This design comes from an exercise in tuning for small area and a short achievable clock period on the open sky130 flow, not from production work.
No functional check of the RTL was part of any run shown here.
Power is estimated from default activity; no workload was simulated.

File: design/flow/run.sh
#!/bin/bash
# synth_recipe.tcl (not shown) runs the flow's synth.tcl, then flattens the netlist and writes it again
# the make line also repeats each setting of config.mk as NAME=value (left out here)
make -C /OpenROAD-flow-scripts/flow DESIGN_CONFIG=/design/flow/config.mk WORK_HOME=/design/flow/orfs CLKGATE_MAP_FILE= SYNTH_SCRIPT=/design/flow/synth_recipe.tcl finish
File: design/flow/config.mk
export PLATFORM = sky130hd
export DESIGN_NAME = sparse_row_top
export DESIGN_NICKNAME = sparse_row_top
export VERILOG_FILES = /design/flow/design.v
export SDC_FILE = /design/flow/constraint.sdc
export NUM_CORES = 4
export LEC_CHECK = 0
export CAP_MARGIN = 20
export CORE_MARGIN = 2
export CORE_UTILIZATION = 40
export SETUP_SLACK_MARGIN = 4.4
export SLEW_MARGIN = 20
File: design/flow/constraint.sdc
create_clock -name core_clock -period 7.5 [get_ports {clk}]
set_input_delay 1.5000 -clock core_clock [delete_from_list [all_inputs] [get_ports {clk}]]
set_output_delay 1.5000 -clock core_clock [all_outputs]
set_load 0.01 [all_outputs]
File: design/flow/design.v
`timescale 1ns/1ps
module act_buffer (
  input  logic                clk,
  input  logic                reset,
  input  logic                wr_req_act_flag,
  input  logic [16-1:0] wr_data_act_flag,
  input  logic                wr_req_act,
  input  logic [8-1:0]   wr_data_act,
  input  logic [4-1:0]   row_index,
  input  logic [16-1:0] col_sel,
  output logic [16-1:0] first_flags,
  output logic [16-1:0] next_flags,
  output logic [8-1:0]   rd_data
);
  logic [16-1:0] flag_mem [16];
  logic [8-1:0]   act_mem  [16 * 16];
  logic [4-1:0]      wr_addr_act_flag;
  logic [8-1:0] wr_addr_act;
  always_ff @(posedge clk or negedge reset) begin
    if (!reset) begin
      wr_addr_act_flag <= '0;
    end else if (wr_req_act_flag) begin
      wr_addr_act_flag <= wr_addr_act_flag + 1'b1;
    end
  end
  always_ff @(posedge clk) begin
    if (wr_req_act_flag) begin
      flag_mem[wr_addr_act_flag] <= wr_data_act_flag;
    end
  end
  always_ff @(posedge clk or negedge reset) begin
    if (!reset) begin
      wr_addr_act <= '0;
    end else if (wr_req_act) begin
      wr_addr_act <= wr_addr_act + 1'b1;
    end
  end
  always_ff @(posedge clk) begin
    if (wr_req_act) begin
      act_mem[wr_addr_act] <= wr_data_act;
    end
  end
  always_comb begin
    if (wr_req_act_flag && (wr_addr_act_flag == '0)) begin
      first_flags = wr_data_act_flag;
    end else begin
      first_flags = flag_mem[0];
    end
  end
  always_ff @(posedge clk) begin
    next_flags <= flag_mem[row_index + 1'b1];
  end
  logic [16-1:0] row_sel;
  always_comb begin
    for (int i = 0; i < 16; i++) begin
      row_sel[i] = (row_index == 4'(i));
    end
  end
  always_comb begin
    logic [8-1:0] row_word;
    rd_data = '0;
    for (int i = 0; i < 16; i++) begin
      row_word = '0;
      for (int c = 0; c < 16; c++) begin
        row_word = row_word | ({8{col_sel[c]}} & act_mem[i*16 + c]);
      end
      rd_data = rd_data | ({8{row_sel[i]}} & row_word);
    end
  end
endmodule
`timescale 1ns/1ps
module flag_scanner (
  input  logic [16-1:0] flags,
  output logic [16-1:0] lowest
);
  always_comb begin
    logic seen;
    seen = 1'b0;
    for (int i = 0; i < 16; i++) begin
      lowest[i] = flags[i] & ~seen;
      seen = seen | flags[i];
    end
  end
endmodule
`timescale 1ns/1ps
module row_sequencer (
  input  logic                clk,
  input  logic                reset,
  input  logic                start,
  input  logic                wait_state,
  input  logic [16-1:0] first_flags,
  input  logic [16-1:0] next_flags,
  input  logic [8-1:0]   rd_data,
  output logic [16-1:0] col_sel,
  output logic                en,
  output logic [1:0]          state,
  output logic [4-1:0]   row_index,
  output logic [4-1:0]   act_index,
  output logic [8-1:0]   serial_out,
  output logic [5-1:0]   row_val_num,
  output logic                zero_flag,
  output logic                row_cal_done
);
  localparam logic [1:0] PREP = 2'd0;
  localparam logic [1:0] TRAN = 2'd1;
  localparam logic [1:0] WAIT = 2'd2;
  localparam logic [1:0] COMP = 2'd3;
  function automatic logic [5-1:0] count_ones(input logic [16-1:0] flags);
    logic [5-1:0] total;
    total = '0;
    for (int i = 0; i < 16; i++) begin
      total = total + 5'(flags[i]);
    end
    count_ones = total;
  endfunction
  function automatic logic [4-1:0] encode(input logic [16-1:0] onehot);
    logic [4-1:0] idx;
    idx = '0;
    for (int i = 0; i < 16; i++) begin
      if (onehot[i]) idx = idx | 4'(i);
    end
    encode = idx;
  endfunction
  logic [16-1:0] remain;
  logic [16-1:0] remain_drop;
  logic [16-1:0] remain_next;
  logic [16-1:0] lowest_next;
  logic                last_left;
  assign remain_drop = remain & ~col_sel;
  assign last_left   = (remain_drop == '0);
  always_ff @(posedge clk or negedge reset) begin
    if (!reset) begin
      en <= 1'b0;
    end else begin
      en <= start;
    end
  end
  always_ff @(posedge clk or negedge reset) begin
    if (!reset) begin
      state        <= PREP;
      row_index    <= '0;
      row_cal_done <= 1'b0;
      row_val_num  <= '0;
      zero_flag    <= 1'b1;
    end else begin
      case (state)
        PREP: begin
          if (en) state <= TRAN;
        end
        TRAN: begin
          state        <= wait_state ? WAIT : COMP;
          row_cal_done <= !wait_state && last_left;
          row_val_num  <= count_ones(remain);
          zero_flag    <= (remain == '0);
        end
        WAIT: begin
          state        <= wait_state ? WAIT : COMP;
          row_cal_done <= !wait_state && (remain == '0);
        end
        default: begin
          if (row_cal_done) begin
            state        <= (row_index == 4'(16 - 1)) ? PREP : TRAN;
            row_index    <= row_index + 1'b1;
            row_cal_done <= 1'b0;
          end else begin
            row_cal_done <= last_left;
          end
        end
      endcase
    end
  end
  always_comb begin
    case (state)
      PREP:    remain_next = first_flags;
      WAIT:    remain_next = remain;
      TRAN:    remain_next = remain_drop;
      default: remain_next = row_cal_done ? next_flags : remain_drop;
    endcase
  end
  flag_scanner i_flag_scanner (
    .flags  (remain_next),
    .lowest (lowest_next)
  );
  always_ff @(posedge clk) begin
    remain  <= remain_next;
    col_sel <= lowest_next;
  end
  always_ff @(posedge clk) begin
    if (state[0]) begin
      act_index  <= encode(col_sel);
      serial_out <= rd_data;
    end
  end
endmodule
`timescale 1ns/1ps
module weight_buffer (
  input  logic                            clk,
  input  logic                            reset,
  input  logic                            wr_req_wei,
  input  logic [8-1:0]               wr_data_wei,
  output logic [8*9-1:0]  parallel_out
);
  logic                   wr_req_q;
  logic [8-1:0]      wr_data_q;
  logic [4-1:0] wr_addr_wei;
  always_ff @(posedge clk or negedge reset) begin
    if (!reset) begin
      wr_req_q <= 1'b0;
    end else begin
      wr_req_q <= wr_req_wei;
    end
  end
  always_ff @(posedge clk) begin
    wr_data_q <= wr_data_wei;
  end
  always_ff @(posedge clk or negedge reset) begin
    if (!reset) begin
      wr_addr_wei <= '0;
    end else if (wr_req_q) begin
      if (wr_addr_wei == 4'(9 - 1)) begin
        wr_addr_wei <= '0;
      end else begin
        wr_addr_wei <= wr_addr_wei + 1'b1;
      end
    end
  end
  always_ff @(posedge clk or negedge reset) begin
    if (!reset) begin
      parallel_out <= '0;
    end else if (wr_req_q) begin
      for (int i = 0; i < 9; i++) begin
        if (wr_addr_wei == 4'(i)) begin
          parallel_out[i*8 +: 8] <= wr_data_q;
        end
      end
    end
  end
endmodule
`timescale 1ns/1ps
module sparse_row_top (
  input  logic                            clk,
  input  logic                            reset,
  input  logic                            wr_req_act_flag,
  input  logic [16-1:0]                      wr_data_act_flag,
  input  logic                            wr_req_act,
  input  logic [8-1:0]               wr_data_act,
  input  logic                            wr_req_wei,
  input  logic [8-1:0]               wr_data_wei,
  input  logic                            start,
  input  logic                            wait_state,
  output logic                            en,
  output logic [1:0]                      state,
  output logic [4-1:0]               row_index,
  output logic [4-1:0]               act_index,
  output logic [8-1:0]               serial_out,
  output logic [5-1:0]               row_val_num,
  output logic                            zero_flag,
  output logic                            row_cal_done,
  output logic [8*9-1:0]  parallel_out
);
  logic [16-1:0] first_flags;
  logic [16-1:0] next_flags;
  logic [16-1:0] col_sel;
  logic [8-1:0]   rd_data;
  act_buffer i_act_buffer (
    .clk              (clk),
    .reset            (reset),
    .wr_req_act_flag  (wr_req_act_flag),
    .wr_data_act_flag (wr_data_act_flag),
    .wr_req_act       (wr_req_act),
    .wr_data_act      (wr_data_act),
    .row_index        (row_index),
    .col_sel          (col_sel),
    .first_flags      (first_flags),
    .next_flags       (next_flags),
    .rd_data          (rd_data)
  );
  row_sequencer i_row_sequencer (
    .clk          (clk),
    .reset        (reset),
    .start        (start),
    .wait_state   (wait_state),
    .first_flags  (first_flags),
    .next_flags   (next_flags),
    .rd_data      (rd_data),
    .col_sel      (col_sel),
    .en           (en),
    .state        (state),
    .row_index    (row_index),
    .act_index    (act_index),
    .serial_out   (serial_out),
    .row_val_num  (row_val_num),
    .zero_flag    (zero_flag),
    .row_cal_done (row_cal_done)
  );
  weight_buffer i_weight_buffer (
    .clk          (clk),
    .reset        (reset),
    .wr_req_wei   (wr_req_wei),
    .wr_data_wei  (wr_data_wei),
    .parallel_out (parallel_out)
  );
endmodule
==> results of run 1 <==
==> worst register-to-register path, cell delays in order, from the launching register on <==
cell,delay (ns)
dfxtp_2,0.34
inv_2,0.05
ha_4,0.26
inv_2,0.03
fa_1,0.45
fa_1,0.51
fa_1,0.43
fa_1,0.50
inv_1,0.05
fa_2,0.36
fa_2,0.46
mux2_4,0.26
==> state kept, by name, indices dropped and copies added, names as in the netlist, 2 cells and up <==
name / flops
i_act_buffer.next_flags: 16
i_row_sequencer.col_sel: 15
i_row_sequencer.row_index: 4
i_weight_buffer.wr_addr_wei: 4
i_weight_buffer.wr_data_q: 8
i_row_sequencer.remain: 16
i_row_sequencer.state: 2
i_act_buffer.act_mem: 2048
i_act_buffer.wr_addr_act: 8
i_act_buffer.wr_addr_act_flag: 4
i_row_sequencer.act_index: 4
i_act_buffer.flag_mem: 256
i_weight_buffer.parallel_out: 72
i_row_sequencer.row_val_num: 5
i_row_sequencer.serial_out: 8
==> layout by cell type, fill, tap and decap left out, drive strengths merged, types with 28 or more instances in the layout <==
master,count
edfxtp,2316
a22o,386
a221oi,385
clkbuf,270
a22oi,260
nor2,256
buf,168
a31oi,130
and3,128
clkinv,116
dfrtp,102
mux4,80
mux2,80
clkdlybuf4s15,74
nand2,73
inv,56
dfxtp,55
nor4,43
bufinv,37
nor3,35
nand3,32
ha,28
==> kinds of logic (layout without fill, tap and decap cells) <==
| family | count (synthesis) | after routing | synth area share, % |
|---|---|---|---|
| adder cells (fa/ha/maj) | 38 | 38 | 0.602 |
| multiplexers | 174 | 174 | 3.11 |
| buffers and inverters | 359 | 769 | 1.51 |
| AO/OA/AOI/OAI | 1222 | 1222 | 10.9 |
| flip-flops | 2474 | 2474 | 80.1 |
| other | 0 | 2 | 0 |
| XOR/XNOR | 19 | 19 | 0.182 |
| AND/OR/NAND/NOR | 655 | 656 | 3.61 |
==> area by class of cell <==
class,count,area (um^2)
Multi-Input combinational cell,2109,18400
Antenna cell,2,5.00
Clock inverter,183,2080
Tap cell,3009,3760
Timing Repair Buffer,284,2890
Inverter,43,161
Sequential cell,2474,73300
Fill cell,18900,121000
Clock buffer,259,5930
==> metal layers <==
metal	track usage, %	vias to the layer above
li1	-	21100
met1	32.8	27100
met2	37.0	3474
met3	5.38	534
met4	8.86	6
met5	0	-
==> power by group through the flow <==
| stage | registers, mW | logic [mW] | clock network (mW) |
|---|---|---|---|
| after floorplan | 16.4 | 4.94 | 0 |
| after global placement | 16.9 | 8.12 | 0 |
| after detailed placement | 17.0 | 8.14 | 0 |
| after CTS | 16.5 | 8.48 | 12.4 |
| after global routing | 16.6 | 9.14 | 13.0 |
| final | 16.5 | 8.71 | 12.3 |
==> timing repair <==
item | 4_1_cts | 5_1_grt
gates resized for setup | 420 | 44
setup endpoints to repair | 1645 | 448
cloned | 0 | 1
pin swaps | 8 | 6
buffers inserted | 24 | 1
==> path summary, 6_finish.rpt <==
check / end / cells past startpoint / from
min: i_weight_buffer.parallel_out[4] / 1 / i_weight_buffer.parallel_out[4]
min in group asynchronous: i_row_sequencer.en / 1 / reset
max reg2reg: i_row_sequencer.row_val_num[1] / 11 / i_row_sequencer.remain[1]
max: i_row_sequencer.row_val_num[1] / 11 / i_row_sequencer.remain[1]
max in group asynchronous: i_act_buffer.wr_addr_act[2] / 2 / reset
min reg2reg: i_weight_buffer.parallel_out[4] / 1 / i_weight_buffer.parallel_out[4]
==> metrics by stage <==
| stage | hold slack, ns | setup WS, ns | utilization [%] | cell area (um^2) | cells |
|---|---|---|---|---|---|
| 6_report | 0.504 | 3.69 | 46.9 | 106000 | 8363 |
| 5_1_grt | 0.518 | 3.61 | 46.9 | 106000 | 8362 |
| 4_1_cts | 0.504 | 3.69 | 46.8 | 106000 | 8358 |
| 3_5_place_dp | 0.493 | 2.32 | 42.9 | 97400 | 7892 |
| 3_3_place_gp | 0.489 | 2.45 | 42.8 | 97300 | 7889 |
| 2_1_floorplan | 0.476 | 3.20 | - | 92100 | 4941 |
==> run notes, run 1 <==
- Met1 wire length: around 110 mm
- Switching pwr: roughly 11 mW
- Worst path top cell family by delay: adder cells
- Clock root cell: clkbuf_16
- Post-synth EDFFs: around 2300
- Pwr dens: approximately 350 nW/um^2
- Clock power share: approximately 33%
- Internal Pwr Total: approximately 26 mW
- Peak Freq: approximately 0.26 GHz
- Cts hold-fix bufs: 0
- IO Pins: about 140
- Max stage delay on crit path: between 0.5 and 0.6 ns
- FF-to-FF setup slack: approximately 3.7 ns
- Dpl hpwl: between 150 and 200 mm
- GR Overflow Total: 0
- Post-synthesis register bit count: roughly 2500
- Worst Path Required: 8.28 ns
- Clock Path Buffers: 3
- Most common cell type on the critical path: fa_1
- Final Cycle Share: between 50 and 60%
- Synth Warn #: 4
- Wire length of the first global-routing pass: ~390 mm
- CORE AREA: ~230000 um^2
- Flop pwr share: a little over two fifths
- Skew final: between 0.04 and 0.05 ns
- Worst Path Arrival: around 4.6 ns
- H-tree Lvls: 4
- Max_cap viols: 0
- Met3 routed WL: just under 30 mm
- Layout area overhead: 16.5%
- Leakage: 32.5 nW
- Actual slew at the worst max-slew pin: about 1.1 ns
- Unique masters post-synth: between 60 and 70
- Minimum clock period: roughly 3.8 ns
- Final Power: approximately 38 mW
- Peak VDD IR: 0.254 mV
- # rows: 175
- Final Max Tran Viols: 0
- Synth Net Count: ~5000
- DRC: 0
- Top-count cell post-synth: edfxtp_1
- Clock latency (worst-skew pair): ~0.90 ns
- Starting DRT DRC Count: around 7600
- DR vias: around 52000
- Top cell type's share of synthesized area: about 76%
- Antenna violations before repair: 14
- Fin Setup TNS: 0 ns
- Layout cell share with drive strength beyond 1: 19.6%
- Max layer used: met5
- Met2 WL: about 130 mm
- Yosys top cell by area: edfxtp_1
- Full die area: approximately 230000 um^2
- Critical path cell sequence: inv_2, ha_4, inv_2, fa_1, fa_1, fa_1, fa_1, inv_1, fa_2, fa_2, mux2_4
- Post-synth ARST share: between 4 and 5%
- Switching share of power: between 30% and 40%
- Top post-synthesis cells by area: edfxtp_1, a22o_1, a221oi_1
- Unrepaired setup endpoints after global routing: yes
- Buffers & Inverters on Critical Path: 3
- WL/cell: around 34 um
- Largest net degree at the start of global routing: ~170
- Routed vias/inst: between 6 and 7
- Gr usage total: about a quarter
- Combinational Power Share: 23.2%
- Syn_area_per_cell: between 15 and 20 um^2
- CP max FO: 2
- DRT Pass-1 Iters: 6
- Clock Sinks: approximately 2500
- Synth Cell Area: about 90000 um^2
- Antenna Nets Post-Route: 0
- Height of the chip: slightly below 500 um
- Final #Nets: between 5000 and 6000
- CP Launch Type: flop
- Sequential area share after synthesis: between 80% and 90%
- Critical path class: reg2reg
- Clock transition at the registers of the reported paths: ~0.06 ns
- DIE WIDTH: slightly below 500 um
- Synth Flop Type: edfxtp_1
- Hold crit path type: reg2reg
- Outcome: timing/DRC/antenna clean
- Post-Synthesis Cells: a little under 5000
- Initial core utilization: roughly two fifths
- CP Capture Type: flop
- Crit path max-delay cell type: fa_1
- Num CTS Buffers: approximately 230
- GP Congestion: 0.922
- Setup-failing EPs final: 0
- Relative slew margins: approximately a quarter
- Most instantiated cells after synthesis: edfxtp_1, a22o_1, a221oi_1
- CTS tree: done
- Hold Fails Final Rpt: 0
- Number of port buffers: around 140
- Number of global-route vias before repair: between 50000 and 60000
- DRT Wirelength: 282 mm
==> inputs of run 2 (changes only) <==
--- a/design/flow/design.v
+++ b/design/flow/design.v
@@ -126,6 +126,8 @@
   logic [16-1:0] remain_next;
   logic [16-1:0] lowest_next;
   logic                last_left;
+  logic [5-1:0]   count;
+  logic                step;
   assign remain_drop = remain & ~col_sel;
   assign last_left   = (remain_drop == '0);
   always_ff @(posedge clk or negedge reset) begin
@@ -149,13 +151,13 @@
         end
         TRAN: begin
           state        <= wait_state ? WAIT : COMP;
-          row_cal_done <= !wait_state && last_left;
-          row_val_num  <= count_ones(remain);
-          zero_flag    <= (remain == '0);
+          row_cal_done <= step && last_left;
+          row_val_num  <= count;
+          zero_flag    <= (count == '0);
         end
         WAIT: begin
           state        <= wait_state ? WAIT : COMP;
-          row_cal_done <= !wait_state && (remain == '0);
+          row_cal_done <= step && last_left;
         end
         default: begin
           if (row_cal_done) begin
@@ -169,13 +171,17 @@
       endcase
     end
   end
+  assign step = (state == COMP) ? !row_cal_done : (state != PREP) && !wait_state;
   always_comb begin
-    case (state)
-      PREP:    remain_next = first_flags;
-      WAIT:    remain_next = remain;
-      TRAN:    remain_next = remain_drop;
-      default: remain_next = row_cal_done ? next_flags : remain_drop;
-    endcase
+    if (state == PREP) begin
+      remain_next = first_flags;
+    end else if (state == COMP && row_cal_done) begin
+      remain_next = next_flags;
+    end else if (step) begin
+      remain_next = remain_drop;
+    end else begin
+      remain_next = remain;
+    end
   end
   flag_scanner i_flag_scanner (
     .flags  (remain_next),
@@ -186,11 +192,16 @@
     col_sel <= lowest_next;
   end
   always_ff @(posedge clk) begin
-    if (state[0]) begin
-      act_index  <= encode(col_sel);
-      serial_out <= rd_data;
+    if (state == PREP) begin
+      count <= count_ones(first_flags);
+    end else if (state == COMP && row_cal_done) begin
+      count <= count_ones(next_flags);
     end
   end
+  always_ff @(posedge clk) begin
+    act_index  <= encode(col_sel);
+    serial_out <= rd_data;
+  end
 endmodule
 `timescale 1ns/1ps
 module weight_buffer (
--- a/design/flow/config.mk
+++ b/design/flow/config.mk
@@ -7,6 +7,9 @@
 export LEC_CHECK = 0
 export CAP_MARGIN = 20
 export CORE_MARGIN = 2
-export CORE_UTILIZATION = 40
+export CORE_UTILIZATION = 70
+export CTS_CLUSTER_DIAMETER = 120
+export CTS_CLUSTER_SIZE = 24
+export PLACE_DENSITY = 0.8
 export SETUP_SLACK_MARGIN = 4.4
 export SLEW_MARGIN = 20
==> run 2 against run 1 <==
Still clean. Critical path depth rose by 6. Die area fell by 42%. Clock power fell by 43%. Sequential share of layout area rose by 4.7 points. Fmax fell by 27%. Worst hold slack got worse by 0.0073 ns. Setup slack got worse by 1.4 ns. Synthesized area rose by 0.37%. Combinational power fell by 42%. Final area fell by 6.3%. Core utilization rose by 30 points. Critical endpoint is now i_row_sequencer.count[1].
==> run notes, run 2 <==
- Antenna Nets Post-Route: 0 (unchanged)
- Layout Cells excl Fill: 6873 (was 8363)
- Main combinational cell family by area after synthesis: compound AO/OA/AOI/OAI gates (unchanged)
- Top cell type's share of synthesized area: 75.6% (was 76.1%)
- Fill cell count: 6821 (was 18900)
- Pre-CTS setup slack: 0.610 ns (was 2.32 ns)
- Post-synthesis compound-gate area fraction: 10.9% (about the same)
- # rows: 132 (was 175)
- DR vias: 52400 (was 52200)
- Clock latency (worst-skew pair): 0.80 ns (was 0.90 ns)
- Sequential Area: 73300 um^2 (about the same)
- Final worst setup slack: 2.25 ns (was 3.69 ns)
- Relative slew margins: 20.3% (was 23.9%)
- DIE WIDTH: 366 um (was 482 um)
- CP Launch Type: input pin (was flop)
- Dpl hpwl: 143 mm (was 168 mm)
- Peak VDD IR: 0.238 mV (was 0.254 mV)
- Simple-gate portion of the synthesized area: 3.45% (was 3.61%)
- Hold crit path type: reg2reg (unchanged)
- Synth Warn #: 4 (unchanged)
- Antenna violations before repair: 14 (unchanged)
- Cell count of the worst reg-to-reg path: 18 (was 11)
- Setup-failing EPs final: 0 (unchanged)
- Actual slew at the worst max-slew pin: 1.19 ns (was 1.14 ns)
- Synth Flop Type: edfxtp_1 (unchanged)
- Clock Path Buffers: 3 (unchanged)
- CP max FO: 3 (was 2)
- Number of port buffers: 136 (unchanged)
- Clock root cell: clkbuf_16 (unchanged)
- Full die area: 134000 um^2 (was 232000 um^2)
- Worst Path Required: 8.03 ns (was 8.28 ns)
- Top Registers: i_act_buffer.act_mem: 2048 flops, i_act_buffer.flag_mem: 256 flops, i_weight_buffer.parallel_out: 72 flops (unchanged)
- Post-synth EDFFs: 2309 (was 2316)
- Layout area overhead: 8.78% (was 16.5%)
- Wire length of the first global-routing pass: 354 mm (was 395 mm)
- Top-count cell post-synth: edfxtp_1 (unchanged)
- CTS tree: done (unchanged)
- Worst Path Arrival: 5.78 ns (was 4.60 ns)
- Minimum clock period: 5.25 ns (was 3.81 ns)
- Synth Cell Area: 91700 um^2 (was 91400 um^2)
- Reg2reg end: i_row_sequencer.count[1] (was i_row_sequencer.row_val_num[1])
- Fin Setup TNS: 0 ns (unchanged)
- GR Overflow Total: 0 (unchanged)
- Largest net degree at the start of global routing: 203 (was 165)
- CP Capture Type: flop (unchanged)
- Worst r2r src: i_act_buffer.wr_addr_act_flag[0] (was i_row_sequencer.remain[1])
- Most frequent cells in the layout: edfxtp_1, a22o_1, a221oi_1, a22oi_1, and3_1 (was edfxtp_1, a22o_1, a221oi_1, a22oi_1, clkbuf_16)
- Unique masters post-synth: 62 (was 66)
- Most instantiated cells after synthesis: edfxtp_1, a22o_1, a221oi_1 (unchanged)
- Most common cell after layout, fill and taps aside: edfxtp_1 (unchanged)
- GP Congestion: 0.909 (was 0.922)
- Max reg flops: 2048 (unchanged)
- Unrepaired setup endpoints after global routing: yes (unchanged)
- DRT Wirelength: 250 mm (was 282 mm)
- Clock Sinks: 2479 (was 2474)
- Post-Synthesis Cells: 4975 (was 4941)
- Final Max Tran Viols: 0 (unchanged)
- Hold Fails Final Rpt: 0 (unchanged)
- Worst hold slack: 0.497 ns (was 0.504 ns)
- Syn_area_per_cell: 18.4 um^2 (was 18.5 um^2)
- Routed vias/inst: 7.62 (was 6.25)
- Outcome: timing/DRC/antenna clean (unchanged)
- Clock transition at the registers of the reported paths: 0.10 ns (was 0.06 ns)
- Pwr dens: 283 nW/um^2 (was 353 nW/um^2)
- Post-Synth Adder-Cell Area: 0.832% (was 0.602%)
- Skew final: 0.0525 ns (was 0.0418 ns)
- FF-to-FF setup slack: 2.30 ns (was 3.69 ns)
- IO Pins: 137 (unchanged)
- Area of the multi-input gates: 18000 um^2 (was 18400 um^2)
- Top post-synthesis cells by area: edfxtp_1, a22o_1, a221oi_1 (unchanged)
- Final #Nets: 5126 (was 5221)
- CP startpoint: wr_req_act_flag (was i_row_sequencer.remain[1])
- Initial core utilization: 70.7% (was 40.2%)
- CORE AREA: 130000 um^2 (was 227000 um^2)
- Height of the chip: 366 um (was 482 um)
- Area share of xor/xnor cells in the synthesized design: 0.191% (was 0.182%)
- Placed cell count: 6616 (was 7892)
- WL/cell: 36.3 um (was 33.7 um)
- Peak Freq: 0.191 GHz (was 0.262 GHz)
- Num CTS Buffers: 113 (was 232)
- CP Capture Point: i_row_sequencer.count[1] (was i_row_sequencer.row_val_num[1])
- Leakage: 30.5 nW (was 32.5 nW)
- Sequential area share after synthesis: 79.9% (was 80.1%)
- Gr usage total: 36.7% (was 23.8%)
- DRC: 0 (unchanged)
- Max_cap viols: 0 (unchanged)
- DRT Pass-1 Iters: 6 (unchanged)
- Final Cycle Share: 70.0% (was 50.9%)
- H-tree Lvls: 3 (was 4)
- Final Power: 28.2 mW (was 37.6 mW)
- Post-synthesis mux area share: 3.14% (was 3.11%)
- Synth Net Count: 5063 (was 5018)
- Layout cell share with drive strength beyond 1: 13.6% (was 19.6%)
- Post-synthesis register bit count: 2479 (was 2474)
- Biggest register: i_act_buffer.act_mem (unchanged)
- Post-synth ARST share: 4.15% (was 4.16%)
- Starting DRT DRC Count: 9492 (was 7563)
- Yosys top cell by area: edfxtp_1 (unchanged)
- Number of global-route vias before repair: 50000 (was 50400)
- Critical path class: in2reg (was reg2reg)
## run 2: cell count changes in the layout (fill, tap and decap cells not counted), moves of 22 or more
cell | previous run | this run
clkinv_1 | 49 | 0
inv_1 | 39 | 61
clkbuf_16 | 232 | 114
clkdlybuf4s15_1 | 63 | 2
nor2_1 | 63 | 105
nor2_4 | 86 | 37
bufinv_16 | 37 | 0
clkbuf_1 | 25 | 83
buf_4 | 110 | 88
clkinv_2 | 57 | 0
dlygate4sd2_1 | 3 | 98
## run 2: per-stage QoR
stage | cell area (um^2) | utilization (%)
after floorplan | 91900 | -
after global placement | 95200 | 73.3
after detailed placement | 95200 | 73.3
after CTS | 99100 | 76.3
after global routing | 99800 | 76.8
final | 99800 | 76.9
## run 2: worst min-delay path by stage
stage                                    from                   endpoint  slack [ns]  depth (start not counted)
floorplan           i_row_sequencer.zero_flag  i_row_sequencer.zero_flag        0.47                          2
global placement    i_row_sequencer.zero_flag  i_row_sequencer.zero_flag        0.47                          2
detailed placement  i_row_sequencer.zero_flag  i_row_sequencer.zero_flag        0.49                          2
CTS                 i_row_sequencer.zero_flag  i_row_sequencer.zero_flag        0.50                          2
global route        i_row_sequencer.zero_flag  i_row_sequencer.zero_flag        0.51                          2
finish              i_row_sequencer.zero_flag  i_row_sequencer.zero_flag        0.50                          2
## run 2: per-layer routing
metal	part of all wire (%)	vias to the layer above	track usage [%]
met5	0.036	-	0
li1	-	20700	-
met4	4.8	14	15.6
met3	15	714	10.0
met1	34	26300	52.3
met2	46	4676	54.7
## run 2: cell type report
cell class                      instances  share of cell area (%)
Sequential cell                      2479                    73.5
Multi-Input combinational cell       2112                    18.0
Clock buffer                          197                    3.17
Timing Repair Buffer                  267                    2.79
Tap cell                             1742                    2.18
Inverter                               65                   0.245
Clock inverter                          6                   0.100
Antenna cell                            5                  0.0125
## run 2: worst max-delay path, stage by stage
cell and delay (ns):
buf_8 0.07, nor4bb_4 0.19, buf_6 0.18, mux2i_4 0.25
inv_1 0.09, ha_1 0.30, inv_2 0.04, fa_1 0.49
inv_1 0.05, fa_1 0.47, fa_1 0.51, inv_1 0.05
fa_1 0.45, fa_2 0.35, inv_2 0.08, fa_2 0.41
mux2_2 0.28
## run 2: logic make-up (layout without fill, tap and decap cells)
family	Yosys count	after routing
and+or+nand+nor	636	636
muxes	177	177
adders and majority gates	49	49
buffers and inverters	384	535
xor gates and xnor gates	20	20
other	0	5
AOI/OAI and AO/OA	1230	1230
DFF	2479	2479
## run 2: repair_timing
item,in CTS,in global routing
setup buffers,22,23
setup endpoints to repair,1969,596
pin swaps,8,7
hold buffers,0,0
gates cloned,2,0
resized for setup,262,100
## run 2: power by group
part	switching (mW)	internal, mW
clock network	4.09	2.90
logic	3.17	1.88
registers	0.420	15.7
total	7.69	20.5
==> inputs of run 3 (changes only) <==
--- a/design/flow/config.mk
+++ b/design/flow/config.mk
@@ -7,9 +7,8 @@
 export LEC_CHECK = 0
 export CAP_MARGIN = 20
 export CORE_MARGIN = 2
-export CORE_UTILIZATION = 70
+export CORE_UTILIZATION = 55
 export CTS_CLUSTER_DIAMETER = 120
 export CTS_CLUSTER_SIZE = 24
-export PLACE_DENSITY = 0.8
 export SETUP_SLACK_MARGIN = 4.4
 export SLEW_MARGIN = 20
==> run 3 against run 2 <==
Still clean on timing, DRC and antenna. Critical path depth unchanged. Sequential share of layout area down 0.52 points. Final area up 0.71%. Global-route usage down 5.1 points. Setup slack worse by 0.017 ns. First-iteration DRC count down 16%. Worst hold slack worse by 0.018 ns. Clock-buffer cell count up 2. Sequential power about the same. Die area up 27%. Fmax down 0.33%. Routed wire length up 7.9%. Critical path type unchanged.
==> run notes, run 3 <==
- Synth Warn #: 4 (unchanged)
- Most common cell after layout, fill and taps aside: edfxtp_1 (unchanged)
- Starting DRT DRC Count: 7932 (was 9492)
- Final #Nets: 5164 (was 5126)
- GR Overflow Total: 0 (unchanged)
- Height of the chip: 412 um (was 366 um)
- Post-Synth Adder-Cell Area: 0.832% (unchanged)
- Switching pwr: 7.86 mW (was 7.69 mW)
- Top post-synthesis cells by area: edfxtp_1, a22o_1, a221oi_1 (unchanged)
- # rows: 149 (was 132)
- Wire length of the first global-routing pass: 378 mm (was 354 mm)
- Max_cap viols: 0 (unchanged)
- Post-Synthesis Cells: 4975 (unchanged)
- Antenna violations before repair: 8 (was 14)
- IO Pins: 137 (unchanged)
- DRT Pass-1 Iters: 6 (unchanged)
- Dpl hpwl: 161 mm (was 143 mm)
- Cell count of the worst reg-to-reg path: 18 (unchanged)
- Layout area overhead: 9.56% (was 8.78%)
- Final Max Tran Viols: 0 (unchanged)
- Largest net degree at the start of global routing: 214 (was 203)
- Flop pwr share: 57.0% (was 57.3%)
- Skew final: 0.0323 ns (was 0.0525 ns)
- Most frequent cells in the layout: edfxtp_1, a22o_1, a221oi_1, a22oi_1 (was edfxtp_1, a22o_1, a221oi_1, a22oi_1, and3_1)
- CORE AREA: 165000 um^2 (was 130000 um^2)
- Simple-gate portion of the synthesized area: 3.45% (unchanged)
- Area share of xor/xnor cells in the synthesized design: 0.191% (unchanged)
- Unique masters post-synth: 62 (unchanged)
- Top-count cell post-synth: edfxtp_1 (unchanged)
- Main combinational cell family by area after synthesis: compound AO/OA/AOI/OAI gates (unchanged)
- Top Registers: i_act_buffer.act_mem: 2048 flops, i_act_buffer.flag_mem: 256 flops, i_weight_buffer.parallel_out: 72 flops (unchanged)
- H-tree Lvls: 3 (unchanged)
- Num CTS Buffers: 113 (unchanged)
- Hold path cells: 2 (unchanged)
- WL/cell: 36.7 um (was 36.3 um)
- CP max FO: 3 (unchanged)
- DIE WIDTH: 412 um (was 366 um)
- Post-synthesis mux area share: 3.14% (unchanged)
- Number of global-route vias before repair: 48700 (was 50000)
- Yosys top cell by area: edfxtp_1 (unchanged)
- Unrepaired setup endpoints after global routing: yes (unchanged)
- Syn_area_per_cell: 18.4 um^2 (unchanged)
- Final Cycle Share: 70.2% (was 70.0%)
- Most instantiated cells after synthesis: edfxtp_1, a22o_1, a221oi_1 (unchanged)
- Synth Flop Type: edfxtp_1 (unchanged)
- CP Capture Type: flop (unchanged)
- Routed vias/inst: 6.95 (was 7.62)
- Fin Setup TNS: 0 ns (unchanged)
- CTS tree: done (unchanged)
- DR vias: 51100 (was 52400)
- Clock Path Buffers: 3 (unchanged)
- Clock root cell: clkbuf_16 (unchanged)
- Sequential area share after synthesis: 79.9% (unchanged)
- Synth Net Count: 5063 (unchanged)
- Clock Sinks: 2479 (unchanged)
- Initial core utilization: 55.5% (was 70.7%)
- Peak Freq: 0.190 GHz (was 0.191 GHz)
- Pwr dens: 283 nW/um^2 (about the same)
- Actual slew at the worst max-slew pin: 1.34 ns (was 1.19 ns)
- Critical path class: in2reg (unchanged)
- Biggest register: i_act_buffer.act_mem (unchanged)
- Clock transition at the registers of the reported paths: 0.10 ns (about the same)
- Clock power share: 25.1% (was 24.8%)
- Max reg flops: 2048 (unchanged)
- Combinational Power Share: 17.9% (about the same)
- CP Launch Type: input pin (unchanged)
- Switching share of power: 27.6% (was 27.3%)
- Number of port buffers: 136 (unchanged)
- Hold Fails Final Rpt: 0 (unchanged)
- Post-synth ARST share: 4.15% (unchanged)
- Layout cell share with drive strength beyond 1: 14.2% (was 13.6%)
- Critical path cell sequence: buf_8, nor4bb_4, buf_4, mux2i_4, inv_2, ha_4, inv_2, fa_1, inv_1, fa_1, fa_1, inv_2, fa_1, fa_2, inv_2, fa_2, mux2_2 (was buf_8, nor4bb_4, buf_6, mux2i_4, inv_1, ha_1, inv_2, fa_1, inv_1, fa_1, fa_1, inv_1, fa_1, fa_2, inv_2, fa_2, mux2_2)
- Max stage delay on crit path: 0.52 ns (was 0.51 ns)
- Relative slew margins: 10.3% (was 20.3%)
- Cts hold-fix bufs: 0 (unchanged)
- Synth Cell Area: 91700 um^2 (unchanged)
- Leakage: 30.6 nW (was 30.5 nW)
- Minimum clock period: 5.27 ns (was 5.25 ns)
- Post-synth EDFFs: 2309 (unchanged)
- GP Congestion: 0.894 (was 0.909)
- Post-synthesis compound-gate area fraction: 10.9% (unchanged)
- Crit path max-delay cell type: fa_1 (unchanged)
- Internal Pwr Total: 20.6 mW (was 20.5 mW)
- Full die area: 170000 um^2 (was 134000 um^2)
- Top cell type's share of synthesized area: 75.6% (unchanged)
- Clock latency (worst-skew pair): 0.77 ns (was 0.80 ns)
- Final Power: 28.4 mW (was 28.2 mW)
- Gr usage total: 31.6% (was 36.7%)
- Antenna Nets Post-Route: 0 (unchanged)
- DRT Wirelength: 270 mm (was 250 mm)
- Worst Path Required: 8.01 ns (was 8.03 ns)
- Post-synthesis register bit count: 2479 (unchanged)
- Hold crit path type: reg2reg (unchanged)
- Worst Path Arrival: 5.78 ns (about the same)
- Peak VDD IR: 0.183 mV (was 0.238 mV)
- DRC: 0 (unchanged)
- Outcome: timing/DRC/antenna clean (unchanged)
- Setup-failing EPs final: 0 (unchanged)
==> run 3: changes by cell type in the layout (fill, tap and decap cells not counted), moves of 5 or more <==
cell	change
buf_4	+48
and2_1	+7
and2_2	-7
a31oi_2	+8
nand2_1	+5
buf_16	-5
a31oi_1	-7
==> run 3: final timing paths <==
path / startpoint / endpoint / slack [ns]
max: wr_req_act_flag / i_row_sequencer.count[1] / 2.23
min: i_row_sequencer.zero_flag / i_row_sequencer.zero_flag / 0.48
max reg2reg: i_act_buffer.wr_addr_act_flag[1] / i_row_sequencer.count[1] / 2.32
min reg2reg: i_row_sequencer.zero_flag / i_row_sequencer.zero_flag / 0.48
max in group asynchronous: reset / i_weight_buffer.parallel_out[42] / 5.25
min in group asynchronous: reset / i_act_buffer.wr_addr_act_flag[3] / 0.68
==> run 3: critical path: cells and delay by family <==
kind,cells,cell delay [ns]
AND/OR/NAND/NOR,1,0.25
adder cells (fa/ha/maj),7,2.94
multiplexers,2,0.53
buffers and inverters,7,0.57
==> run 3: area by class of cell <==
cell class	count	area, um^2
Inverter	65	244
Timing Repair Buffer	305	2880
Clock buffer	199	3240
Fill cell	12000	64900
Sequential cell	2479	73300
Antenna cell	3	7.51
Multi-Input combinational cell	2112	18000
Clock inverter	3	37.5
Tap cell	2189	2740
==> run 3: kinds of logic after synthesis <==
logic type / Yosys count
AOI/OAI and AO/OA: 1230
xor gates and xnor gates: 20
adders and majority gates: 49
buffers and inverters: 384
DFF: 2479
muxes: 177
and+or+nand+nor: 636
==> run 3: per-stage QoR <==
step | utilization, % | hold slack [ns] | std cells | setup slack (ns) | area [um^2]
2_1_floorplan | - | 0.474 | 4975 | 1.53 | 91900
3_3_place_gp | 58.1 | 0.468 | 7104 | 0.675 | 96000
3_5_place_dp | 58.1 | 0.470 | 7104 | 0.626 | 96000
4_1_cts | 60.4 | 0.485 | 7331 | 2.23 | 99900
5_1_grt | 60.8 | 0.494 | 7354 | 2.16 | 100000
6_report | 60.8 | 0.479 | 7355 | 2.23 | 100000
==> run 3: power groups by stage <==
stage	Sequential (mW)	Combinational [mW]	Clock, mW
global placement	16.5	4.92	0
global route	16.3	5.36	7.62
detailed placement	16.6	4.92	0
CTS	16.2	4.92	7.18
floorplan	16.3	2.67	0
finish	16.2	5.08	7.15
==> run 3: layer usage <==
metal | global-route usage [%] | up-vias | wire, um
met2 | 48.3 | 2860 | 125000
li1 | - | 20800 | -
met3 | 5.65 | 351 | 26700
met1 | 47.1 | 27100 | 110000
met4 | 9.14 | 4 | 7180
met5 | 0 | - | 30
==> run 3: timing repair <==
action | in CTS | in global routing
pin swaps | 9 | 9
setup buffers | 25 | 20
gates resized for setup | 272 | 96
gates cloned | 0 | 0
endpoints found under the setup margin | 2185 | 756
==> inputs of run 4 (changes only) <==
--- a/design/flow/design.v
+++ b/design/flow/design.v
@@ -16,11 +16,14 @@
   logic [8-1:0]   act_mem  [16 * 16];
   logic [4-1:0]      wr_addr_act_flag;
   logic [8-1:0] wr_addr_act;
+  logic flag_addr_zero;
   always_ff @(posedge clk or negedge reset) begin
     if (!reset) begin
       wr_addr_act_flag <= '0;
+      flag_addr_zero   <= 1'b1;
     end else if (wr_req_act_flag) begin
       wr_addr_act_flag <= wr_addr_act_flag + 1'b1;
+      flag_addr_zero   <= (wr_addr_act_flag == 4'(16 - 1));
     end
   end
   always_ff @(posedge clk) begin
@@ -41,21 +44,26 @@
     end
   end
   always_comb begin
-    if (wr_req_act_flag && (wr_addr_act_flag == '0)) begin
+    if (wr_req_act_flag && flag_addr_zero) begin
       first_flags = wr_data_act_flag;
     end else begin
       first_flags = flag_mem[0];
     end
   end
-  always_ff @(posedge clk) begin
-    next_flags <= flag_mem[row_index + 1'b1];
-  end
   logic [16-1:0] row_sel;
   always_comb begin
     for (int i = 0; i < 16; i++) begin
       row_sel[i] = (row_index == 4'(i));
     end
   end
+  always_ff @(posedge clk) begin
+    logic [16-1:0] word;
+    word = '0;
+    for (int i = 0; i < 16; i++) begin
+      word = word | ({16{row_sel[(i + 16 - 1) % 16]}} & flag_mem[i]);
+    end
+    next_flags <= word;
+  end
   always_comb begin
     logic [8-1:0] row_word;
     rd_data = '0;
@@ -105,13 +113,12 @@
   localparam logic [1:0] TRAN = 2'd1;
   localparam logic [1:0] WAIT = 2'd2;
   localparam logic [1:0] COMP = 2'd3;
-  function automatic logic [5-1:0] count_ones(input logic [16-1:0] flags);
-    logic [5-1:0] total;
-    total = '0;
-    for (int i = 0; i < 16; i++) begin
-      total = total + 5'(flags[i]);
+  function automatic logic [11:0] nibble_counts(input logic [16-1:0] flags);
+    logic [11:0] counts;
+    for (int i = 0; i < 4; i++) begin
+      counts[3*i +: 3] = 3'(flags[4*i]) + 3'(flags[4*i+1]) + 3'(flags[4*i+2]) + 3'(flags[4*i+3]);
     end
-    count_ones = total;
+    nibble_counts = counts;
   endfunction
   function automatic logic [4-1:0] encode(input logic [16-1:0] onehot);
     logic [4-1:0] idx;
@@ -126,8 +133,8 @@
   logic [16-1:0] remain_next;
   logic [16-1:0] lowest_next;
   logic                last_left;
-  logic [5-1:0]   count;
   logic                step;
+  logic [11:0]         row_counts;
   assign remain_drop = remain & ~col_sel;
   assign last_left   = (remain_drop == '0);
   always_ff @(posedge clk or negedge reset) begin
@@ -152,8 +159,9 @@
         TRAN: begin
           state        <= wait_state ? WAIT : COMP;
           row_cal_done <= step && last_left;
-          row_val_num  <= count;
-          zero_flag    <= (count == '0);
+          row_val_num  <= (5'(row_counts[2:0]) + 5'(row_counts[5:3]))
+                        + (5'(row_counts[8:6]) + 5'(row_counts[11:9]));
+          zero_flag    <= (remain == '0);
         end
         WAIT: begin
           state        <= wait_state ? WAIT : COMP;
@@ -192,10 +200,8 @@
     col_sel <= lowest_next;
   end
   always_ff @(posedge clk) begin
-    if (state == PREP) begin
-      count <= count_ones(first_flags);
-    end else if (state == COMP && row_cal_done) begin
-      count <= count_ones(next_flags);
+    if (state == PREP || row_cal_done) begin
+      row_counts <= nibble_counts(remain_next);
     end
   end
   always_ff @(posedge clk) begin
--- a/design/flow/config.mk
+++ b/design/flow/config.mk
@@ -7,7 +7,7 @@
 export LEC_CHECK = 0
 export CAP_MARGIN = 20
 export CORE_MARGIN = 2
-export CORE_UTILIZATION = 55
+export CORE_UTILIZATION = 60
 export CTS_CLUSTER_DIAMETER = 120
 export CTS_CLUSTER_SIZE = 24
 export SETUP_SLACK_MARGIN = 4.4
==> run 4 against run 3 <==
Largest cell class unchanged. Still clean. Highest routed layer unchanged. Core utilization rose by 5.6 points. Non-clock buffer count increased by 22. Combinational power rose by 14%. Global-route usage grew 4.6 points. Clock power shrank 1%. Critical path depth down 10. Flip-flop and latch count grew 8.
==> run notes, run 4 <==
- Hold EP: i_act_buffer.next_flags[1] (was i_row_sequencer.zero_flag)
- GP Congestion: 0.899 (was 0.894)
- DRT Wirelength: 287 mm (was 270 mm)
- Wire length of the first global-routing pass: 395 mm (was 378 mm)
- Max reg flops: 2048 (unchanged)
- Final #Nets: 5273 (was 5164)
- Unique masters post-synth: 60 (was 62)
- Gr usage total: 36.2% (was 31.6%)
- FF-to-FF setup slack: 4.28 ns (was 2.32 ns)
- DR vias: 53200 (was 51100)
- Critical path class: reg2reg (was in2reg)
- Biggest register: i_act_buffer.act_mem (unchanged)
- DRC: 0 (unchanged)
- Most frequent cells in the layout: edfxtp_1, a22oi_1, a22o_1, a221oi_1, nor2_2 (was edfxtp_1, a22o_1, a221oi_1, a22oi_1)
- Clock Path Buffers: 3 (unchanged)
- Hold Fails Final Rpt: 0 (unchanged)
- Antenna Nets Post-Route: 0 (unchanged)
- Synth Warn #: 4 (unchanged)
- CP Capture Type: flop (unchanged)
- Fin Setup TNS: 0 ns (unchanged)
- Cts hold-fix bufs: 0 (unchanged)
- Placed inst area: 95500 um^2 (was 96000 um^2)
- Fill cell count: 10400 (was 12000)
- Reg2reg end: i_row_sequencer.serial_out[3] (was i_row_sequencer.count[1])
- Post-Synthesis Cells: 5096 (was 4975)
- Clock root cell: clkbuf_16 (unchanged)
- CP Launch Type: flop (was input pin)
- CP max FO: 33 (was 3)
- Syn_area_per_cell: 17.9 um^2 (was 18.4 um^2)
- Clock Sinks: 2487 (was 2479)
- Top Registers: i_act_buffer.act_mem: 2048 flops, i_act_buffer.flag_mem: 256 flops, i_weight_buffer.parallel_out: 72 flops (unchanged)
- Synth Net Count: 5181 (was 5063)
- Unrepaired setup endpoints after global routing: yes (unchanged)
- Num CTS Buffers: 113 (unchanged)
- Clock latency (worst-skew pair): 0.80 ns (was 0.77 ns)
- Final Cycle Share: 42.9% (was 70.2%)
- Leakage: 31.3 nW (was 30.6 nW)
- Synth Flop Type: edfxtp_1 (unchanged)
- Minimum clock period: 3.22 ns (was 5.27 ns)
- Pwr dens: 290 nW/um^2 (was 283 nW/um^2)
- Skew final: 0.0311 ns (was 0.0323 ns)
- Antenna violations before repair: 5 (was 8)
- Setup-failing EPs final: 0 (unchanged)
- Largest net degree at the start of global routing: 162 (was 214)
- Routed vias/inst: 7.29 (was 6.95)
- GR Overflow Total: 0 (unchanged)
- Dpl hpwl: 161 mm (about the same)
- Number of global-route vias before repair: 50100 (was 48700)
- Worst r2r src: i_row_sequencer.col_sel[13] (was i_act_buffer.wr_addr_act_flag[1])
- Starting DRT DRC Count: 8357 (was 7932)
- Outcome: timing/DRC/antenna clean (unchanged)
- Relative slew margins: 15.5% (was 10.3%)
- Post-synthesis register bit count: 2487 (was 2479)
- H-tree Lvls: 3 (unchanged)
- Number of port buffers: 136 (unchanged)
- DRT Pass-1 Iters: 6 (unchanged)
- Layout cell share with drive strength beyond 1: 15.3% (was 14.2%)
- Fin area: 101000 um^2 (was 100000 um^2)
- Post-synth EDFFs: 2316 (was 2309)
- Hold_sp: i_act_buffer.flag_mem[2][1] (was i_row_sequencer.zero_flag)
- Top-count cell post-synth: edfxtp_1 (unchanged)
- Hold path cells: 2 (unchanged)
- Sequential area share after synthesis: 80.4% (was 79.9%)
- Top post-synthesis cells by area: edfxtp_1, a22oi_1, a221oi_1 (was edfxtp_1, a22o_1, a221oi_1)
- Initial core utilization: 60.3% (was 55.5%)
- Top cell type's share of synthesized area: 76.1% (was 75.6%)
- Yosys top cell by area: edfxtp_1 (unchanged)
- Most common cell after layout, fill and taps aside: edfxtp_1 (unchanged)
- Hold crit path type: reg2reg (unchanged)
- CTS tree: done (unchanged)
- Final Power: 29.2 mW (was 28.4 mW)
- Layout area overhead: 10.1% (was 9.56%)
- # rows: 143 (was 149)
- Full die area: 155000 um^2 (was 170000 um^2)
- Clock transition at the registers of the reported paths: 0.10 ns (about the same)
- DIE WIDTH: 394 um (was 412 um)
- Worst Path Arrival: 3.84 ns (was 5.78 ns)
- Max_cap viols: 0 (unchanged)
- Actual slew at the worst max-slew pin: 1.27 ns (was 1.34 ns)
- Peak Freq: 0.311 GHz (was 0.190 GHz)
- Final Max Tran Viols: 0 (unchanged)
- Worst Path Required: 8.12 ns (was 8.01 ns)
- IO Pins: 137 (unchanged)
- Peak VDD IR: 0.244 mV (was 0.183 mV)
- WL/cell: 39.4 um (was 36.7 um)
- Synth Cell Area: 91400 um^2 (was 91700 um^2)
- Post-synth ARST share: 4.18% (was 4.15%)
- Height of the chip: 394 um (was 412 um)
- CORE AREA: 152000 um^2 (was 165000 um^2)
- Cell count of the worst reg-to-reg path: 7 (was 18)
- Most instantiated cells after synthesis: edfxtp_1, a22oi_1, a221oi_1 (was edfxtp_1, a22o_1, a221oi_1)
[run 4: cell types whose count changed in the layout (fill, tap and decap cells not counted), sizes merged, moves of 20 or more]
cell,change
nand2,-24
nand3,+114
nand4,+133
a22o,-20
a31oi,-127
nor4,-30
and3,-111
a22oi,+187
mux4,-80
o21ai,+73
[run 4: final cells by class]
cell class,count,area (um^2),area share [%]
Multi-Input combinational cell,2209,17600,17.5
Timing Repair Buffer,327,3480,3.46
Inverter,50,189,0.188
Clock buffer,185,3120,3.10
Sequential cell,2487,73600,73.1
Antenna cell,2,5.00,0.00497
Tap cell,2030,2540,2.52
Clock inverter,7,86.3,0.0858
[run 4: timing repair]
item / 4_1_cts / 5_1_grt
hold endpoints to repair: 0 / 0
endpoints found under the setup margin: 780 / 694
pin swaps: 23 / 26
resized for setup: 297 / 144
gates cloned: 4 / 5
setup buffers: 28 / 37
[run 4: kinds of logic (layout without fill, tap and decap cells)]
kind of cell	Yosys count	count (layout)	synth area share, %
adders and majority gates	46	46	0.688
DFF	2487	2487	80.4
and+or+nand+nor	724	725	3.99
other	0	2	0
muxes	89	89	1.08
buffers and inverters	401	569	1.92
xor gates and xnor gates	18	18	0.173
AOI/OAI and AO/OA	1331	1331	11.7
[run 4: worst max path at each step]
stage,from,endpoint,cells after the start
finish,i_row_sequencer.col_sel[13],i_row_sequencer.serial_out[3],7
global route,i_row_sequencer.col_sel[15],i_row_sequencer.serial_out[3],8
CTS,i_row_sequencer.row_cal_done,row_cal_done,1
detailed placement,wr_req_act,i_act_buffer.act_mem[205][7],5
global placement,wr_req_act,i_act_buffer.act_mem[45][2],5
floorplan,wr_req_act_flag,i_row_sequencer.row_counts[4],9
[run 4: per-layer routing]
metal  vias up  share of wire (%)  wire length [um]  global-route usage (%)
met4         2                4.2             12100                    11.4
li1      21200                  -                 -                       -
met3       513                 11             33000                    6.58
met1     27700                 39            112000                    54.1
met5         -             0.0038                11                       0
met2      3707                 45            130000                    54.8
[run 4: power by group]
group / internal [mW] / switching, mW
sequential: 15.8 / 0.524
combinational: 2.01 / 3.78
clock: 2.87 / 4.20
[run 4: through the flow]
step / hold WS, ns / utilization, % / setup WS, ns / instances
3_3_place_gp: 0.476 / 63.0 / 3.04 / 7025
5_1_grt: 0.522 / 66.4 / 4.25 / 7295
6_report: 0.496 / 66.4 / 4.28 / 7297
3_5_place_dp: 0.477 / 63.0 / 2.98 / 7028
2_1_floorplan: 0.394 / - / 4.03 / 5096
4_1_cts: 0.498 / 65.7 / 3.91 / 7252
[run 4: critical path, stage by stage (launching register included)]
cell      delay [ns]
dfxtp_4         0.48
buf_6           0.27
a22o_1          0.28
a221oi_1        0.43
nand4_1         0.45
a22oi_1         0.32
nand4_1         0.23
or3_1           0.55

==> separate check: timing with driven ports <==
No port has a modelled driver above. Below, the same layouts with a new extraction and two added sets of constraints.
Step 1: set_driving_cell puts a clkbuf_16 on clk and a buf_2 on each other input, an assumption about the parent block.
Step 2, shift: input delay + t, output delay - t, t = (earliest + latest rising clock arrival at the registers) / 2. This alone moves slack from input paths to output paths.
Slacks: ideal ports / drivers / drivers and shift; pairs: ideal ports / drivers.
| run | t, ns | setup slack, ns | hold slack, ns | slew at the worst register clock pin (ns) | cell pins on the clock port's net |
|---|---|---|---|---|---|
| run 1 | 0.983 | 3.686 / 3.686 / 3.589 | 0.504 / 0.504 / 0.504 | 0.07 / 0.07 | 1 |
| run 2 | 0.845 | 2.251 / 2.262 / 1.418 | 0.497 / 0.497 / 0.497 | 0.10 / 0.10 | 1 |
| run 3 | 0.837 | 2.234 / 2.267 / 1.430 | 0.479 / 0.479 / 0.479 | 0.10 / 0.10 | 1 |
| run 4 | 0.865 | 4.284 / 4.284 / 3.558 | 0.496 / 0.496 / 0.496 | 0.10 / 0.10 | 1 |
After both steps every run listed still meets setup and hold. The setup slack of run 2, which loses most, moves by +0.011 ns with the drivers and by -0.833 ns with both steps.
